From an optimization exercise on the open Yosys and OpenROAD flow, aimed at small area; shortcuts taken in it are not production practice.
RTL that was checked went through simulation tests only; none was proved equivalent to the original.

==> trial 67 <==
==> flow/design.v <==
`timescale 1ns/1ps
package wrsp_bank_pkg;
  localparam int MsgWidth = 32;
  localparam int IdWidth = 4;
  localparam int NumIds = 2 ** IdWidth;
  localparam int Capacity = 64;
  localparam int AddrWidth = $clog2(Capacity);
  typedef logic [MsgWidth-1:0] msg_t;
  typedef logic [IdWidth-1:0] id_t;
  typedef logic [AddrWidth-1:0] slot_addr_t;
  typedef logic [Capacity-1:0] slot_mask_t;
  typedef logic [AddrWidth:0] count_t;
endpackage
`timescale 1ns/1ps
module wrsp_slot_allocator (
  input  logic                     clk_i,
  input  logic                     rst_ni,
  input  logic                     take_i,
  output wrsp_bank_pkg::slot_addr_t take_addr_o,
  input  logic                     give_back_i,
  input  wrsp_bank_pkg::slot_addr_t give_back_addr_i,
  output logic                     res_valid_o,
  output wrsp_bank_pkg::slot_mask_t address_released_onehot_o
);
  localparam int Capacity = wrsp_bank_pkg::Capacity;
  wrsp_bank_pkg::slot_mask_t occ_q;
  wrsp_bank_pkg::slot_addr_t free_addr;
  always_comb begin
    free_addr = '0;
    for (int i = Capacity - 1; i >= 0; i--) begin
      if (!occ_q[i]) begin
        free_addr = wrsp_bank_pkg::slot_addr_t'(i);
      end
    end
  end
  assign take_addr_o = free_addr;
  assign res_valid_o = ~&occ_q;
  always_comb begin
    address_released_onehot_o = '0;
    if (give_back_i) begin
      address_released_onehot_o[give_back_addr_i] = 1'b1;
    end
  end
  always_ff @(posedge clk_i or negedge rst_ni) begin
    if (!rst_ni) begin
      occ_q <= '0;
    end else begin
      for (int i = 0; i < Capacity; i++) begin
        if (take_i && free_addr == wrsp_bank_pkg::slot_addr_t'(i)) begin
          occ_q[i] <= 1'b1;
        end else if (address_released_onehot_o[i]) begin
          occ_q[i] <= 1'b0;
        end
      end
    end
  end
endmodule
`timescale 1ns/1ps
module wrsp_list_ctrl (
  input  logic                      clk_i,
  input  logic                      rst_ni,
  input  logic                      res_ready_i,
  input  logic                      res_valid_i,
  input  wrsp_bank_pkg::id_t        res_id_i,
  input  wrsp_bank_pkg::id_t        in_id_i,
  input  logic                      in_valid_i,
  output logic                      in_ready_o,
  input  wrsp_bank_pkg::slot_mask_t release_en_i,
  input  logic                      accept_i,
  output logic                      take_o,
  input  wrsp_bank_pkg::slot_addr_t take_addr_i,
  output logic                      wr_en_o,
  output wrsp_bank_pkg::slot_addr_t wr_addr_o,
  output logic                      rd_en_o,
  output wrsp_bank_pkg::slot_addr_t rd_addr_o,
  output wrsp_bank_pkg::id_t        rd_id_o,
  input  wrsp_bank_pkg::slot_addr_t last_slot_i,
  input  wrsp_bank_pkg::id_t        last_id_i
);
  localparam int NumIds   = wrsp_bank_pkg::NumIds;
  localparam int Capacity = wrsp_bank_pkg::Capacity;
  wrsp_bank_pkg::slot_addr_t head_q [NumIds];
  wrsp_bank_pkg::slot_addr_t fill_q [NumIds];
  wrsp_bank_pkg::slot_addr_t tail_q [NumIds];
  logic [NumIds-1:0]         nonempty_q;
  logic [NumIds-1:0]         unfilled_q;
  logic [NumIds-1:0]         head_filled_q;
  wrsp_bank_pkg::slot_addr_t next_q [Capacity];
  logic                      adv_q;
  wrsp_bank_pkg::slot_addr_t adv_head;
  logic                      adv_empty;
  logic                      adv_fill_ne;
  logic [NumIds-1:0]         adv_here;
  logic [NumIds-1:0]         nonempty;
  logic [NumIds-1:0]         head_filled;
  logic [NumIds-1:0]         eligible;
  wrsp_bank_pkg::id_t        sel_id;
  logic                      sel_valid;
  logic                      take;
  wrsp_bank_pkg::slot_addr_t fill_in;
  wrsp_bank_pkg::slot_addr_t next_fill;
  logic                      fill_last;
  assign take   = res_valid_i && res_ready_i;
  assign take_o = take;
  assign in_ready_o = in_valid_i && unfilled_q[in_id_i];
  assign wr_en_o    = in_ready_o;
  assign fill_in    = fill_q[in_id_i];
  assign wr_addr_o  = fill_in;
  assign next_fill  = next_q[fill_in];
  assign fill_last  = (next_fill == fill_in);
  assign adv_head    = next_q[last_slot_i];
  assign adv_empty   = (adv_head == last_slot_i);
  assign adv_fill_ne = (adv_head != fill_q[last_id_i]);
  for (genvar g = 0; g < NumIds; g++) begin : g_elig
    assign adv_here[g]    = adv_q && last_id_i == wrsp_bank_pkg::id_t'(g);
    assign nonempty[g]    = nonempty_q[g] && !(adv_here[g] && adv_empty);
    assign head_filled[g] = adv_here[g] ? (!unfilled_q[g] || adv_fill_ne) : head_filled_q[g];
    assign eligible[g]    = !adv_here[g] && nonempty_q[g] && head_filled_q[g] && release_en_i[head_q[g]];
  end
  logic adv_eligible;
  assign adv_eligible = adv_q && nonempty[last_id_i] && head_filled[last_id_i] && release_en_i[adv_head];
  logic [NumIds-1:0]         first;
  logic                      other_valid;
  wrsp_bank_pkg::id_t        other_id;
  wrsp_bank_pkg::slot_addr_t other_head;
  always_comb begin
    logic seen;
    seen       = 1'b0;
    other_id   = '0;
    other_head = '0;
    for (int i = 0; i < NumIds; i++) begin
      first[i]   = eligible[i] && !seen;
      seen       = seen || eligible[i];
      other_id   = other_id | ({wrsp_bank_pkg::IdWidth{first[i]}} & wrsp_bank_pkg::id_t'(i));
      other_head = other_head | ({wrsp_bank_pkg::AddrWidth{first[i]}} & head_q[i]);
    end
    other_valid = seen;
  end
  logic adv_wins;
  assign adv_wins  = adv_eligible && (!other_valid || last_id_i < other_id);
  assign sel_valid = other_valid || adv_eligible;
  assign sel_id    = adv_wins ? last_id_i : other_id;
  assign rd_en_o   = sel_valid && accept_i;
  assign rd_addr_o = adv_wins ? adv_head : other_head;
  assign rd_id_o   = sel_id;
  for (genvar s = 0; s < Capacity; s++) begin : g_link
    always_ff @(posedge clk_i) begin
      if (take && ((nonempty_q[res_id_i] && tail_q[res_id_i] == wrsp_bank_pkg::slot_addr_t'(s))
                   || take_addr_i == wrsp_bank_pkg::slot_addr_t'(s))) begin
        next_q[s] <= take_addr_i;
      end
    end
  end
  always_ff @(posedge clk_i or negedge rst_ni) begin
    if (!rst_ni) begin
      adv_q <= 1'b0;
    end else begin
      adv_q <= rd_en_o;
    end
  end
  for (genvar g = 0; g < NumIds; g++) begin : g_id
    logic do_res;
    logic do_fill;
    assign do_res  = take && (res_id_i == wrsp_bank_pkg::id_t'(g));
    assign do_fill = in_ready_o && (in_id_i == wrsp_bank_pkg::id_t'(g));
    always_ff @(posedge clk_i or negedge rst_ni) begin
      if (!rst_ni) begin
        nonempty_q[g] <= 1'b0;
        unfilled_q[g] <= 1'b0;
      end else begin
        nonempty_q[g] <= do_res || nonempty[g];
        unfilled_q[g] <= do_res || (unfilled_q[g] && !(do_fill && fill_last));
      end
    end
    always_ff @(posedge clk_i) begin
      if (do_res) begin
        tail_q[g] <= take_addr_i;
      end
      if (do_res && !nonempty[g]) begin
        head_filled_q[g] <= 1'b0;
      end else if (do_fill) begin
        head_filled_q[g] <= 1'b1;
      end else begin
        head_filled_q[g] <= head_filled[g];
      end
      if (do_res && !nonempty[g]) begin
        head_q[g] <= take_addr_i;
      end else if (adv_here[g]) begin
        head_q[g] <= adv_head;
      end
      if (do_res && (!unfilled_q[g] || (do_fill && fill_last))) begin
        fill_q[g] <= take_addr_i;
      end else if (do_fill) begin
        fill_q[g] <= next_fill;
      end
    end
  end
endmodule
`timescale 1ns/1ps
module wrsp_msg_ram (
  input  logic                      clk_i,
  input  logic                      wr_en_i,
  input  wrsp_bank_pkg::slot_addr_t wr_addr_i,
  input  logic [27:0]               wr_data_i,
  input  wrsp_bank_pkg::slot_addr_t rd_addr_i,
  output logic [27:0]               rd_data_o
);
  localparam int Capacity = wrsp_bank_pkg::Capacity;
  logic [27:0] mem_q [Capacity];
  logic [Capacity-1:0] rd_sel;
  always_ff @(posedge clk_i) begin
    if (wr_en_i) begin
      mem_q[wr_addr_i] <= wr_data_i;
    end
  end
  always_comb begin
    rd_sel = '0;
    rd_sel[rd_addr_i] = 1'b1;
  end
  always_comb begin
    rd_data_o = '0;
    for (int i = 0; i < Capacity; i++) begin
      rd_data_o = rd_data_o | (mem_q[i] & {28{rd_sel[i]}});
    end
  end
endmodule
`timescale 1ns/1ps
module wrsp_out_stage (
  input  logic                      clk_i,
  input  logic                      rst_ni,
  input  logic                      rd_en_i,
  input  wrsp_bank_pkg::slot_addr_t rd_addr_i,
  input  wrsp_bank_pkg::id_t        rd_id_i,
  input  logic                      out_ready_i,
  output logic                      out_valid_o,
  output logic                      accept_o,
  output logic                      taken_o,
  output wrsp_bank_pkg::slot_addr_t slot_o,
  output wrsp_bank_pkg::id_t        id_o
);
  logic valid_q;
  assign out_valid_o = valid_q;
  assign taken_o     = valid_q && out_ready_i;
  assign accept_o    = !valid_q || out_ready_i;
  always_ff @(posedge clk_i or negedge rst_ni) begin
    if (!rst_ni) begin
      valid_q <= 1'b0;
    end else begin
      valid_q <= rd_en_i || (valid_q && !out_ready_i);
    end
  end
  always_ff @(posedge clk_i) begin
    if (rd_en_i) begin
      slot_o <= rd_addr_i;
      id_o   <= rd_id_i;
    end
  end
endmodule
`timescale 1ns/1ps
module wrsp_bank_top (
  input  logic                      clk_i,
  input  logic                      rst_ni,
  input  wrsp_bank_pkg::id_t        reservation_request_id_i,
  output wrsp_bank_pkg::slot_addr_t new_reserved_address_o,
  input  logic                      reservation_request_ready_i,
  output logic                      reservation_request_valid_o,
  input  wrsp_bank_pkg::msg_t       data_i,
  output wrsp_bank_pkg::msg_t       data_o,
  input  wrsp_bank_pkg::slot_mask_t release_en_i,
  output wrsp_bank_pkg::slot_mask_t address_released_onehot_o,
  input  logic                      in_valid_i,
  output logic                      in_ready_o,
  input  logic                      out_ready_i,
  output logic                      out_valid_o
);
  localparam int IdWidth  = wrsp_bank_pkg::IdWidth;
  localparam int MsgWidth = wrsp_bank_pkg::MsgWidth;
  logic                      take;
  wrsp_bank_pkg::slot_addr_t take_addr;
  logic                      give_back;
  wrsp_bank_pkg::slot_addr_t out_slot;
  logic                      wr_en;
  wrsp_bank_pkg::slot_addr_t wr_addr;
  logic                      rd_en;
  wrsp_bank_pkg::slot_addr_t rd_addr;
  wrsp_bank_pkg::id_t        rd_id;
  wrsp_bank_pkg::id_t        out_id;
  logic [MsgWidth-1:IdWidth] out_payload;
  logic accept;
  assign new_reserved_address_o = take_addr;
  wrsp_slot_allocator u_slot_allocator (
    .clk_i                     (clk_i),
    .rst_ni                    (rst_ni),
    .take_i                    (take),
    .take_addr_o               (take_addr),
    .give_back_i               (give_back),
    .give_back_addr_i          (out_slot),
    .res_valid_o               (reservation_request_valid_o),
    .address_released_onehot_o (address_released_onehot_o)
  );
  wrsp_list_ctrl u_list_ctrl (
    .clk_i        (clk_i),
    .rst_ni       (rst_ni),
    .res_ready_i  (reservation_request_ready_i),
    .res_valid_i  (reservation_request_valid_o),
    .res_id_i     (reservation_request_id_i),
    .in_id_i      (data_i[IdWidth-1:0]),
    .in_valid_i   (in_valid_i),
    .in_ready_o   (in_ready_o),
    .release_en_i (release_en_i),
    .accept_i     (accept),
    .take_o       (take),
    .take_addr_i  (take_addr),
    .wr_en_o      (wr_en),
    .wr_addr_o    (wr_addr),
    .rd_en_o      (rd_en),
    .rd_addr_o    (rd_addr),
    .rd_id_o      (rd_id),
    .last_slot_i  (out_slot),
    .last_id_i    (out_id)
  );
  wrsp_msg_ram u_msg_ram (
    .clk_i     (clk_i),
    .wr_en_i   (wr_en),
    .wr_addr_i (wr_addr),
    .wr_data_i (data_i[MsgWidth-1:IdWidth]),
    .rd_addr_i (out_slot),
    .rd_data_o (out_payload)
  );
  wrsp_out_stage u_out_stage (
    .clk_i       (clk_i),
    .rst_ni      (rst_ni),
    .rd_en_i     (rd_en),
    .rd_addr_i   (rd_addr),
    .rd_id_i     (rd_id),
    .out_ready_i (out_ready_i),
    .out_valid_o (out_valid_o),
    .accept_o    (accept),
    .taken_o     (give_back),
    .slot_o      (out_slot),
    .id_o        (out_id)
  );
  assign data_o = {out_payload, out_id};
endmodule
==> flow/flow/run.sh <==
#!/bin/bash
# Layout flow: the standard ORFS flow (standard.sh, standard synthesis
# script) with three changes:
#  - ABC maps the logic with flow/abc.script, which recovers area, in place
#    of ORFS's delay-driven abc_speed.script (registers are untouched: they
#    are mapped by dfflibmap before ABC runs);
#  - the ports are buffered with buf_1 instead of a delay cell;
#  - the clock tree is built from clkbuf_4/clkbuf_8 in clusters of up to 15
#    sinks, without dummy loads.
# Every tool's output goes to the logs under orfs/logs and to standard.log.
set -uo pipefail
WORK="$PWD"
rm -rf "$WORK/scripts_x"
cp -r "$FLOW_HOME/scripts" "$WORK/scripts_x"
cp "$WORK/flow/abc.script" "$WORK/scripts_x/abc_speed.script"
export SCRIPTS_DIR="$WORK/scripts_x"
export BUFFER_PORTS_ARGS="-buffer_cell sky130_fd_sc_hd__buf_1"
export CTS_ARGS="-sink_clustering_enable -repair_clock_nets -dont_use_dummy_load -buf_list {sky130_fd_sc_hd__clkbuf_4 sky130_fd_sc_hd__clkbuf_8} -sink_clustering_size 15 -sink_clustering_max_diameter 50"
bash standard.sh > "$WORK/standard.log" 2>&1
==> flow/flow/abc.script <==
&get -n
&st
&syn2
&dch
&nf
&put
==> flow/standard.sh <==
#!/bin/bash
# synth_recipe.tcl (not shown) runs the flow's synth.tcl, then flattens the netlist and writes it again
# the make line also repeats each setting of config.mk as NAME=value (left out here)
make -C /OpenROAD-flow-scripts/flow DESIGN_CONFIG=/design/flow/config.mk WORK_HOME=/design/flow/orfs CLKGATE_MAP_FILE= SYNTH_SCRIPT=/design/flow/synth_recipe.tcl "${@:-finish}"
==> flow/config.mk <==
export PLATFORM = sky130hd
export DESIGN_NAME = wrsp_bank_top
export DESIGN_NICKNAME = wrsp_bank_top
export VERILOG_FILES = /design/flow/design.v
export SDC_FILE = /design/flow/constraint.sdc
export NUM_CORES = 8
export LEC_CHECK = 0
export CAP_MARGIN = 5
export CORE_MARGIN = 2
export CORE_UTILIZATION = 55
export PLACE_DENSITY = 0.65
export SLEW_MARGIN = 5
==> flow/constraint.sdc <==
create_clock -name core_clock -period 9.0 [get_ports {clk_i}]
set_input_delay 1.8000 -clock core_clock [delete_from_list [all_inputs] [get_ports {clk_i}]]
set_output_delay 1.8000 -clock core_clock [all_outputs]
set_load 0.01 [all_outputs]
==> inputs of build 62, as changes to trial 67 <==
--- a/flow/design.v
+++ b/flow/design.v
@@ -74,7 +74,5 @@
   output logic                      rd_en_o,
   output wrsp_bank_pkg::slot_addr_t rd_addr_o,
-  output wrsp_bank_pkg::id_t        rd_id_o,
-  input  wrsp_bank_pkg::slot_addr_t last_slot_i,
-  input  wrsp_bank_pkg::id_t        last_id_i
+  output wrsp_bank_pkg::id_t        rd_id_o
 );
   localparam int NumIds   = wrsp_bank_pkg::NumIds;
@@ -83,22 +81,17 @@
   wrsp_bank_pkg::slot_addr_t fill_q [NumIds];
   wrsp_bank_pkg::slot_addr_t tail_q [NumIds];
-  logic [NumIds-1:0]         nonempty_q;
-  logic [NumIds-1:0]         unfilled_q;
-  logic [NumIds-1:0]         head_filled_q;
+  logic [NumIds-1:0] nonempty_q;
+  logic [NumIds-1:0] unfilled_q;
+  logic [NumIds-1:0] eligible;
   wrsp_bank_pkg::slot_addr_t next_q [Capacity];
-  logic                      adv_q;
-  wrsp_bank_pkg::slot_addr_t adv_head;
-  logic                      adv_empty;
-  logic                      adv_fill_ne;
-  logic [NumIds-1:0]         adv_here;
-  logic [NumIds-1:0]         nonempty;
-  logic [NumIds-1:0]         head_filled;
-  logic [NumIds-1:0]         eligible;
   wrsp_bank_pkg::id_t        sel_id;
   logic                      sel_valid;
   logic                      take;
   wrsp_bank_pkg::slot_addr_t fill_in;
+  wrsp_bank_pkg::slot_addr_t head_sel;
   wrsp_bank_pkg::slot_addr_t next_fill;
+  wrsp_bank_pkg::slot_addr_t next_head;
   logic                      fill_last;
+  logic                      head_last;
   assign take   = res_valid_i && res_ready_i;
   assign take_o = take;
@@ -107,54 +100,29 @@
   assign fill_in    = fill_q[in_id_i];
   assign wr_addr_o  = fill_in;
+  assign fill_last  = (fill_in == tail_q[in_id_i]);
   assign next_fill  = next_q[fill_in];
-  assign fill_last  = (next_fill == fill_in);
-  assign adv_head    = next_q[last_slot_i];
-  assign adv_empty   = (adv_head == last_slot_i);
-  assign adv_fill_ne = (adv_head != fill_q[last_id_i]);
   for (genvar g = 0; g < NumIds; g++) begin : g_elig
-    assign adv_here[g]    = adv_q && last_id_i == wrsp_bank_pkg::id_t'(g);
-    assign nonempty[g]    = nonempty_q[g] && !(adv_here[g] && adv_empty);
-    assign head_filled[g] = adv_here[g] ? (!unfilled_q[g] || adv_fill_ne) : head_filled_q[g];
-    assign eligible[g]    = !adv_here[g] && nonempty_q[g] && head_filled_q[g] && release_en_i[head_q[g]];
-  end
-  logic adv_eligible;
-  assign adv_eligible = adv_q && nonempty[last_id_i] && head_filled[last_id_i] && release_en_i[adv_head];
-  logic [NumIds-1:0]         first;
-  logic                      other_valid;
-  wrsp_bank_pkg::id_t        other_id;
-  wrsp_bank_pkg::slot_addr_t other_head;
+    assign eligible[g] = nonempty_q[g] && (!unfilled_q[g] || head_q[g] != fill_q[g])
+                         && release_en_i[head_q[g]];
+  end
   always_comb begin
-    logic seen;
-    seen       = 1'b0;
-    other_id   = '0;
-    other_head = '0;
-    for (int i = 0; i < NumIds; i++) begin
-      first[i]   = eligible[i] && !seen;
-      seen       = seen || eligible[i];
-      other_id   = other_id | ({wrsp_bank_pkg::IdWidth{first[i]}} & wrsp_bank_pkg::id_t'(i));
-      other_head = other_head | ({wrsp_bank_pkg::AddrWidth{first[i]}} & head_q[i]);
-    end
-    other_valid = seen;
-  end
-  logic adv_wins;
-  assign adv_wins  = adv_eligible && (!other_valid || last_id_i < other_id);
-  assign sel_valid = other_valid || adv_eligible;
-  assign sel_id    = adv_wins ? last_id_i : other_id;
-  assign rd_en_o   = sel_valid && accept_i;
-  assign rd_addr_o = adv_wins ? adv_head : other_head;
-  assign rd_id_o   = sel_id;
-  for (genvar s = 0; s < Capacity; s++) begin : g_link
-    always_ff @(posedge clk_i) begin
-      if (take && ((nonempty_q[res_id_i] && tail_q[res_id_i] == wrsp_bank_pkg::slot_addr_t'(s))
-                   || take_addr_i == wrsp_bank_pkg::slot_addr_t'(s))) begin
-        next_q[s] <= take_addr_i;
+    sel_valid = 1'b0;
+    sel_id    = '0;
+    for (int i = NumIds - 1; i >= 0; i--) begin
+      if (eligible[i]) begin
+        sel_valid = 1'b1;
+        sel_id    = wrsp_bank_pkg::id_t'(i);
       end
     end
   end
-  always_ff @(posedge clk_i or negedge rst_ni) begin
-    if (!rst_ni) begin
-      adv_q <= 1'b0;
-    end else begin
-      adv_q <= rd_en_o;
+  assign rd_en_o   = sel_valid && accept_i;
+  assign head_sel  = head_q[sel_id];
+  assign rd_addr_o = head_sel;
+  assign rd_id_o   = sel_id;
+  assign head_last = (head_sel == tail_q[sel_id]);
+  assign next_head = next_q[head_sel];
+  always_ff @(posedge clk_i) begin
+    if (take && nonempty_q[res_id_i]) begin
+      next_q[tail_q[res_id_i]] <= take_addr_i;
     end
   end
@@ -162,6 +130,8 @@
     logic do_res;
     logic do_fill;
+    logic do_rel;
     assign do_res  = take && (res_id_i == wrsp_bank_pkg::id_t'(g));
     assign do_fill = in_ready_o && (in_id_i == wrsp_bank_pkg::id_t'(g));
+    assign do_rel  = rd_en_o && (sel_id == wrsp_bank_pkg::id_t'(g));
     always_ff @(posedge clk_i or negedge rst_ni) begin
       if (!rst_ni) begin
@@ -169,5 +139,5 @@
         unfilled_q[g] <= 1'b0;
       end else begin
-        nonempty_q[g] <= do_res || nonempty[g];
+        nonempty_q[g] <= do_res || (nonempty_q[g] && !(do_rel && head_last));
         unfilled_q[g] <= do_res || (unfilled_q[g] && !(do_fill && fill_last));
       end
@@ -177,15 +147,8 @@
         tail_q[g] <= take_addr_i;
       end
-      if (do_res && !nonempty[g]) begin
-        head_filled_q[g] <= 1'b0;
-      end else if (do_fill) begin
-        head_filled_q[g] <= 1'b1;
-      end else begin
-        head_filled_q[g] <= head_filled[g];
-      end
-      if (do_res && !nonempty[g]) begin
+      if (do_res && (!nonempty_q[g] || (do_rel && head_last))) begin
         head_q[g] <= take_addr_i;
-      end else if (adv_here[g]) begin
-        head_q[g] <= adv_head;
+      end else if (do_rel) begin
+        head_q[g] <= next_head;
       end
       if (do_res && (!unfilled_q[g] || (do_fill && fill_last))) begin
@@ -316,7 +279,5 @@
     .rd_en_o      (rd_en),
     .rd_addr_o    (rd_addr),
-    .rd_id_o      (rd_id),
-    .last_slot_i  (out_slot),
-    .last_id_i    (out_id)
+    .rd_id_o      (rd_id)
   );
   wrsp_msg_ram u_msg_ram (
==> flow/run.sh (new file) <==
#!/bin/bash
# synth_recipe.tcl (not shown) runs the flow's synth.tcl, then flattens the netlist and writes it again
# the make line also repeats each setting of config.mk as NAME=value (left out here)
make -C /OpenROAD-flow-scripts/flow DESIGN_CONFIG=/design/flow/config.mk WORK_HOME=/design/flow/orfs CLKGATE_MAP_FILE= SYNTH_SCRIPT=/design/flow/synth_recipe.tcl finish
--- a/flow/config.mk
+++ b/flow/config.mk
@@ -6,7 +6,8 @@
 export NUM_CORES = 8
 export LEC_CHECK = 0
-export CAP_MARGIN = 5
+export CAP_MARGIN = 20
 export CORE_MARGIN = 2
 export CORE_UTILIZATION = 55
+export CTS_BUF_LIST = sky130_fd_sc_hd__clkbuf_4 sky130_fd_sc_hd__clkbuf_8
 export PLACE_DENSITY = 0.65
-export SLEW_MARGIN = 5
+export SLEW_MARGIN = 20
removed: flow/flow/run.sh
removed: flow/flow/abc.script
removed: flow/standard.sh
==> impl_metrics.csv <==
group,metric,value,unit
cts,clock_path_buffers,3,
cts,cts_buffers,222,
sta,max_slew_margin,3.136,%
status,outcome,"no timing/DRC/antenna violations",
cts,cts_max_level,4,
final_layout,drive_above_1_share,15.13,%
yosys,synth_nets,6753,
route,wl_met1,153800,µm
final_layout,clk_share,2.574,%
grt,grt_pass1_vias,71753,
# the run above: trial 67

==> impl_metrics.csv <==
group,metric,value,unit
status,outcome,"complete, but fails checks",
status,so_faults,"negative setup slack",
sta,worst_slack,-117.6,ps
cts,cts_buffers,415,
grt,grt_pass1_vias,81946,
yosys,synth_nets,7908,
sta,setup_violations,3,
final_layout,clk_share,5.847,%
route,wl_met1,182500,µm
hold_path,hold_end,"u_slot_allocator.occ_q[3]$_DFFE_PN0P_",
final_layout,drive_above_1_share,21.69,%
cts,cts_max_level,5,
# the run above: build 62

No functional check of the RTL was part of build 62.

==> port drivers added, routing unchanged <==
In the flow no input, the clock included, has a driving cell. The finished layouts below were timed again as built, in two steps.
Step 1 sets driving cells, clkbuf_16 on the clock port and buf_2 on the other inputs (assumed; they add their load-dependent delay and slew).
Step 2 moves the port delays by t, midway between the first and last clock arrival at a register: inputs arrive t later, outputs are due t later. That takes back most of the time a late clock gives input paths.
a / b / c = ideal / step 1 / step 2; a / b = the first two.
| run | shift t [ns] | setup WS [ns] | worst setup path after step 2 | slew at the worst register clock pin (ns) |
|---|---|---|---|---|
| trial 67 | 1.061 | 0.461 / 0.381 / 0.140 | input to register | 0.10 / 0.10 |
| build 62 | 1.177 | -0.118 / -0.211 / -0.437 | input to register | 0.07 / 0.07 |
The setup slack of trial 67, which loses most, moves by -0.080 ns with the drivers and by -0.321 ns with both steps.
